This is an optimization exercise on Yosys and OpenROAD, whose aim is small area, not a production implementation.
In this exercise RTL edits were held to simulation tests only and were not proved equivalent to the original.
Power and IR drop assume default switching activity.

==> flow/design.v (excerpt) <==
module apb_accum_array
#(
  parameter int DATA_W = 32,
  parameter int NUM_CH = 8,
  parameter int ADDR_W = 8,
  parameter int OP_LAT = 2
) (
  input  logic              PCLK,
  input  logic              PRESET,
  input  logic              PSEL,
  input  logic              PENABLE,
  input  logic              PWRITE,
  input  logic [ADDR_W-1:0] PADDR,
  input  logic [DATA_W-1:0] PWDATA,
  output logic [DATA_W-1:0] PRDATA,
  output logic              PREADY,
  output logic              PSLVERR,
  output logic              irq
);
make LEC_CHECK=0 CAP_MARGIN=20 CORE_MARGIN=2 CORE_UTILIZATION=30 CTS_BUF_LIST=sky130_fd_sc_hd__clkbuf_4 CTS_CLUSTER_SIZE=24 PLACE_DENSITY=0.45 SLEW_MARGIN=20 finish   # period 10.0 ns
run.sh (not shown) runs the stock make flow with config.mk's settings and CLKGATE_MAP_FILE= SYNTH_SCRIPT=/design/flow/synth_recipe.tcl, a recipe that flattens the netlist after the stock synthesis.
Next try:
- CTS_BUF_LIST: sky130_fd_sc_hd__clkbuf_4 -> default
- CTS_CLUSTER_SIZE: 24 -> default
Wire length goes down by 0.75%.
Register-to-register slack gains 0.02 ns.
Cell area is about the same.
Global-route usage went down by 0.34 points.
Combinational power hardly moves.
Total power is higher by 3.7%.
Synthesized area stays the same.
Setup slack got worse by 0.067 ns.
Clock skew fell by 0.030 ns.
Clock-buffer cell count drops by 155.

The RTL this note starts from:
==> flow/design.v <==
package apb_accum_pkg;
  typedef enum logic [1:0] {
    OP_OR  = 2'b00,
    OP_AND = 2'b01,
    OP_XOR = 2'b10,
    OP_ADD = 2'b11
  } op_e;
  typedef enum logic {
    IDLE = 1'b0,
    ACK  = 1'b1
  } bus_state_e;
  localparam logic [3:0] OFS_DATA   = 4'h0;
  localparam logic [3:0] OFS_CTRL   = 4'h4;
  localparam logic [3:0] OFS_RESULT = 4'h8;
  localparam logic [3:0] OFS_STATUS = 4'hC;
  localparam int CTRL_START  = 0;
  localparam int CTRL_CLR    = 1;
  localparam int CTRL_OP_LSB = 2;
  localparam int CTRL_SAT    = 4;
  localparam int CTRL_IE     = 5;
  localparam int ST_BUSY = 0;
  localparam int ST_DONE = 1;
  localparam int ST_OVF  = 2;
endpackage
module apb_accum_channel
#(
  parameter int DATA_W = 32
) (
  input  logic              clk,
  input  logic              rst,
  input  logic              data_en,     
  input  logic              data_keep,   
  input  logic              ctrl_keep,
  input  logic              res_keep,
  input  logic [DATA_W-1:0] data_d,      
  input  logic              ctrl_en,     
  input  logic [3:0]        ctrl_d,      
  input  logic              res_en,      
  input  logic [DATA_W-1:0] res_d,       
  input  logic              ovf_set,
  input  logic              done_set,
  input  logic              wr_status,
  input  logic [2:1]        st_w1c,
  output logic [DATA_W-1:0] data,
  output logic [DATA_W-1:0] result,
  output logic [3:0]        ctrl,        
  output logic              done,
  output logic              ovf,
  output logic              irq_req
);
  always_ff @(posedge clk) begin
    data   <= (data   & {DATA_W{data_keep}}) | (data_d & {DATA_W{data_en}});
    ctrl   <= (ctrl   & {4{ctrl_keep}})      | (ctrl_d & {4{ctrl_en}});
    result <= (result & {DATA_W{res_keep}})  | (res_d  & {DATA_W{res_en}});
  end
  always_ff @(posedge clk) begin
    if (rst) begin
      done <= 1'b0;
      ovf  <= 1'b0;
    end else begin
      if (done_set)                    done <= 1'b1;
      else if (wr_status && st_w1c[1]) done <= 1'b0;
      if (ovf_set)                     ovf  <= 1'b1;
      else if (wr_status && st_w1c[2]) ovf  <= 1'b0;
    end
  end
  assign irq_req = done & ctrl[3];
endmodule
module apb_accum_array
#(
  parameter int DATA_W = 32,
  parameter int NUM_CH = 8,
  parameter int ADDR_W = 8,
  parameter int OP_LAT = 2
) (
  input  logic              PCLK,
  input  logic              PRESET,
  input  logic              PSEL,
  input  logic              PENABLE,
  input  logic              PWRITE,
  input  logic [ADDR_W-1:0] PADDR,
  input  logic [DATA_W-1:0] PWDATA,
  output logic [DATA_W-1:0] PRDATA,
  output logic              PREADY,
  output logic              PSLVERR,
  output logic              irq
);
  logic [2:0]        ch_idx, chan_q;
  logic [1:0]        ofs;
  logic              no_wr, start, bad_addr, err, commit, start_q, ctrl_wr_any;
  logic              wr_data, wr_ctrl, wr_status, res_wr, sel_d, sel_r, sel_c, sel_s;
  logic [DATA_W-1:0] ch_data [NUM_CH];
  logic [DATA_W-1:0] ch_res  [NUM_CH];
  logic [3:0]        ch_ctrl [NUM_CH];
  logic [NUM_CH-1:0] ch_done, ch_ovf, ch_irq, ch_hit, ch_d, ch_r, ch_c, ch_s;
  logic [DATA_W-1:0] dmux, rmux, alu_res, res_d, data_d;
  logic [3:0]        cmux;
  logic [1:0]        smux;
  logic              carry;
  logic [DATA_W:0]   sum;
  assign ch_idx   = PADDR[6:4];
  assign ofs      = PADDR[3:2];
  assign bad_addr = PADDR[7] | PADDR[1] | PADDR[0];
  assign err      = bad_addr | (PWRITE && ofs == 2'd2);
  assign commit   = PSEL & PENABLE & ~PREADY & PWRITE & ~err;
  assign wr_data   = commit && ofs == 2'd0;
  assign wr_ctrl   = commit && ofs == 2'd1;
  assign wr_status = commit && ofs == 2'd3;
  assign no_wr     = ~PSEL | ~PENABLE | PREADY | ~PWRITE | bad_addr;
  assign res_wr    = wr_ctrl & (PWDATA[apb_accum_pkg::CTRL_START] | PWDATA[apb_accum_pkg::CTRL_CLR]);
  assign start = PWDATA[apb_accum_pkg::CTRL_START];
  assign ctrl_wr_any = PWRITE && ofs == 2'd1;
  assign sel_d = ~PRESET & ~bad_addr & (ofs == 2'd0 | (ctrl_wr_any & start));
  assign sel_r = ~PRESET & ~bad_addr & (ofs == 2'd2 | (ctrl_wr_any & start & ~PWDATA[apb_accum_pkg::CTRL_CLR]));
  assign sel_c = ~bad_addr & ofs == 2'd1 & ~PWRITE;
  assign sel_s = ~bad_addr & ofs == 2'd3;
  always_comb begin
    dmux = '0;
    rmux = '0;
    cmux = '0;
    smux = '0;
    for (int i = 0; i < NUM_CH; i++) begin
      dmux = dmux | (ch_data[i] & {DATA_W{ch_d[i]}});
      rmux = rmux | (ch_res[i]  & {DATA_W{ch_r[i]}});
      cmux = cmux | (ch_ctrl[i] & {4{ch_c[i]}});
      smux = smux | ({ch_ovf[i], ch_done[i]} & {2{ch_s[i]}});
    end
  end
  logic [DATA_W-1:0] g, ra, s;
  logic              is_add, ms, mg, sat_all;
  assign is_add = PWDATA[apb_accum_pkg::CTRL_OP_LSB +: 2] == 2'd3;
  assign ms     = PWDATA[apb_accum_pkg::CTRL_OP_LSB +: 2] != 2'd1;
  assign mg     = ~PWDATA[apb_accum_pkg::CTRL_OP_LSB + 1];
  assign ra     = rmux & {DATA_W{is_add}};
  assign sum    = {1'b0, ra} + {1'b0, dmux};
  assign s      = sum[DATA_W-1:0] ^ (rmux & {DATA_W{~is_add}});
  assign g      = rmux & dmux;
  assign carry   = sum[DATA_W];
  assign sat_all = carry & PWDATA[apb_accum_pkg::CTRL_SAT];
  assign alu_res = (s & {DATA_W{ms}}) | (g & {DATA_W{mg}}) | {DATA_W{sat_all}};
  assign res_d  = alu_res;
  assign data_d = PRESET ? '0 : PWDATA;
  for (genvar g = 0; g < NUM_CH; g++) begin : g_ch
    assign ch_hit[g] = ch_idx == 3'(g);
    assign ch_d[g]   = ch_hit[g] & sel_d;
    assign ch_r[g]   = ch_hit[g] & sel_r;
    assign ch_c[g]   = ch_hit[g] & sel_c;
    assign ch_s[g]   = ch_hit[g] & sel_s;
    apb_accum_channel #(.DATA_W(DATA_W)) u_ch (
      .clk      (PCLK),
      .rst      (PRESET),
      .data_en  (PRESET | (ch_hit[g] & wr_data)),
      .data_keep(~PRESET & (no_wr | (ch_idx != 3'(g)) | (ofs != 2'd0))),
      .ctrl_keep(~PRESET & (no_wr | (ch_idx != 3'(g)) | (ofs != 2'd1))),
      .res_keep (~PRESET & (no_wr | (ch_idx != 3'(g)) | (ofs != 2'd1)
                            | ~(PWDATA[apb_accum_pkg::CTRL_START] | PWDATA[apb_accum_pkg::CTRL_CLR]))),
      .data_d   (data_d),
      .ctrl_en  (PRESET | (ch_hit[g] & wr_ctrl)),
      .ctrl_d   (PRESET ? 4'd0 : PWDATA[5:2]),
      .res_en   (PRESET | (ch_hit[g] & res_wr)),
      .res_d    (res_d),
      .ovf_set  (ch_hit[g] & wr_ctrl & PWDATA[apb_accum_pkg::CTRL_START]
                 & (PWDATA[3:2] == 2'd3) & carry),
      .done_set (start_q && chan_q == 3'(g)),
      .wr_status(ch_hit[g] & wr_status),
      .st_w1c   (PWDATA[2:1]),
      .data     (ch_data[g]),
      .result   (ch_res[g]),
      .ctrl     (ch_ctrl[g]),
      .done     (ch_done[g]),
      .ovf      (ch_ovf[g]),
      .irq_req  (ch_irq[g])
    );
  end
  always_ff @(posedge PCLK) begin
    if (PRESET) begin
      PREADY  <= 1'b0;
      start_q <= 1'b0;
    end else begin
      PREADY  <= PSEL & PENABLE & ~PREADY;
      start_q <= PREADY & PWRITE & ~err & (ofs == 2'd1) & PWDATA[apb_accum_pkg::CTRL_START];
    end
  end
  always_ff @(posedge PCLK) chan_q <= ch_idx;
  assign PRDATA  = dmux | rmux | DATA_W'({cmux, 2'b00}) | DATA_W'({smux, 1'b0});
  assign PSLVERR = err;
  assign irq     = |ch_irq;
endmodule
export LEC_CHECK = 0
export CAP_MARGIN = 5
export CORE_MARGIN = 2
export CORE_UTILIZATION = 65
export PLACE_DENSITY = 0.75
export SLEW_MARGIN = 5
create_clock -name core_clock -period 10.0 [get_ports {PCLK}]
standard.sh (not shown) runs the stock make flow with config.mk's settings and CLKGATE_MAP_FILE= SYNTH_SCRIPT=/design/flow/synth_recipe.tcl, a recipe that flattens the netlist after the stock synthesis.
==> flow/flow/run.sh <==
#!/bin/bash
# Layout flow: the standard ORFS flow (standard.sh) with these changes:
#  - synthesis is the standard one except that ABC maps the logic with an area-oriented
#    script (flow/abc_area.script) instead of abc_speed.script; the flip-flops, their names
#    and cell types are untouched (ABC maps only combinational logic);
#  - ports are buffered with the smallest buffer instead of clkdlybuf4s50_1;
#  - CTS clusters up to 24 flip-flops per leaf buffer and inserts no dummy loads;
# make's output goes to synth_make.log and flow_make.log here; each ORFS step keeps its own
# log under orfs/logs.
set -euo pipefail
W=$PWD
rm -rf "$W/scripts_abc"
cp -r "$FLOW_HOME/scripts" "$W/scripts_abc"
cp "$W/flow/abc_area.script" "$W/scripts_abc/abc_speed.script"
SCRIPTS_DIR="$W/scripts_abc" bash standard.sh synth > synth_make.log 2>&1
export BUFFER_PORTS_ARGS="-buffer_cell sky130_fd_sc_hd__buf_1"
export CTS_ARGS="-sink_clustering_enable -repair_clock_nets -sink_clustering_size 24 -sink_clustering_max_diameter 100 -dont_use_dummy_load"

bash standard.sh > flow_make.log 2>&1
==> flow/flow/abc_area.script <==
strash
ifraig
scorr
dc2
strash
&get -n
&st
&dch
&nf -R 1000 -p
&put
The first run completed with no timing, DRC or antenna violations.
Edit:
--- a/flow/flow/run.sh
+++ b/flow/flow/run.sh
@@ -7 +7 @@
-#  - CTS clusters up to 24 flip-flops per leaf buffer and inserts no dummy loads;
+#  - CTS uses clkbuf_8, clusters up to 16 flip-flops per leaf buffer and inserts no dummy loads;
@@ -17 +17 @@
-export CTS_ARGS="-sink_clustering_enable -repair_clock_nets -sink_clustering_size 24 -sink_clustering_max_diameter 100 -dont_use_dummy_load"
+export CTS_ARGS="-sink_clustering_enable -repair_clock_nets -buf_list sky130_fd_sc_hd__clkbuf_8 -sink_clustering_size 16 -sink_clustering_max_diameter 80 -dont_use_dummy_load"
- CAP_MARGIN: 5 -> 20
- CORE_UTILIZATION: 65 -> 50
- CTS_CLUSTER_DIAMETER: not set -> 120
- CTS_CLUSTER_SIZE: not set -> 30
- PLACE_DENSITY: 0.75 -> 0.6
- SLEW_MARGIN: 5 -> 20
=> The new run finished clean; routed wire length rises by a few percent; cell count rises by a few percent; worst setup slack improves by 0.022 ns; die area rises by a quarter to a third; design area rises slightly; maximum frequency barely changes; register-to-register slack degrades by 0.38 ns.
Edit:
- CAP_MARGIN: 20 -> 10
- CTS_CLUSTER_DIAMETER: 120 -> not set
- CTS_CLUSTER_SIZE: 30 -> not set
- SLEW_MARGIN: 20 -> 10
=> Worst setup slack gets better by 0.028 ns; core utilization stays the same; cell count is unchanged; global-route usage is unchanged; cell area does not change; sequential share of layout area does not change.
Edit:
--- a/flow/flow/run.sh
+++ b/flow/flow/run.sh
@@ -7 +7 @@
-#  - CTS uses clkbuf_8, clusters up to 16 flip-flops per leaf buffer and inserts no dummy loads;
+#  - CTS clusters up to 24 flip-flops per leaf buffer and inserts no dummy loads;
@@ -17 +17 @@
-export CTS_ARGS="-sink_clustering_enable -repair_clock_nets -buf_list sky130_fd_sc_hd__clkbuf_8 -sink_clustering_size 16 -sink_clustering_max_diameter 80 -dont_use_dummy_load"
+export CTS_ARGS="-sink_clustering_enable -repair_clock_nets -sink_clustering_size 24 -sink_clustering_max_diameter 100 -dont_use_dummy_load"
- CAP_MARGIN: 10 -> 20
- CTS_CLUSTER_DIAMETER: not set -> 120
- CTS_CLUSTER_SIZE: not set -> 30
- SLEW_MARGIN: 10 -> 20
After rerunning:
- setup slack is better by 0.095 ns
- register-to-register slack is better by 0.17 ns
- design area grows by 0.48%
- clock power grows by about 8%
- clock skew shrinks by 0.019 ns
- die area stays the same

static timing again, ports no longer ideal:
Ports are ideal in the flow. The routed layouts listed here were re-timed in OpenROAD. Step 1 assumes that a clkbuf_16 drives the clock port and a buf_2 every other input. Step 2, shift: input delay + t, output delay - t, t = (earliest + latest rising clock arrival at the registers) / 2. This alone moves slack from input paths to output paths. a / b / c = no drivers / after step 1 / after step 2; a / b = the first two.
run | t (ns) | setup slack, ns | slew at the worst register clock pin (ns) | worst slew at a driven data input, ns
the first run of note 1 | 1.009 | 2.041 / 2.012 / 1.796 | 0.07 / 0.07 | 0.04
the second run of note 1 | 0.677 | 1.974 / 1.946 / 1.922 | 0.06 / 0.06 | 0.04
the first run of note 2 | 0.625 | 0.633 / 0.672 / 0.047 | 0.10 / 0.10 | 0.10
the second run of note 2 | 0.692 | 0.655 / 0.686 / -0.005 | 0.11 / 0.11 | 0.05
the third run of note 2 | 0.693 | 0.682 / 0.714 / 0.021 | 0.11 / 0.11 | 0.05
the fourth run of note 2 | 0.645 | 0.777 / 0.815 / 0.170 | 0.10 / 0.10 | 0.05
With both steps, setup timing fails in the second run of note 2, where it was met with ideal ports. The setup slack of the third run of note 2, which loses most, moves by +0.032 ns with the drivers and by -0.661 ns with both steps.
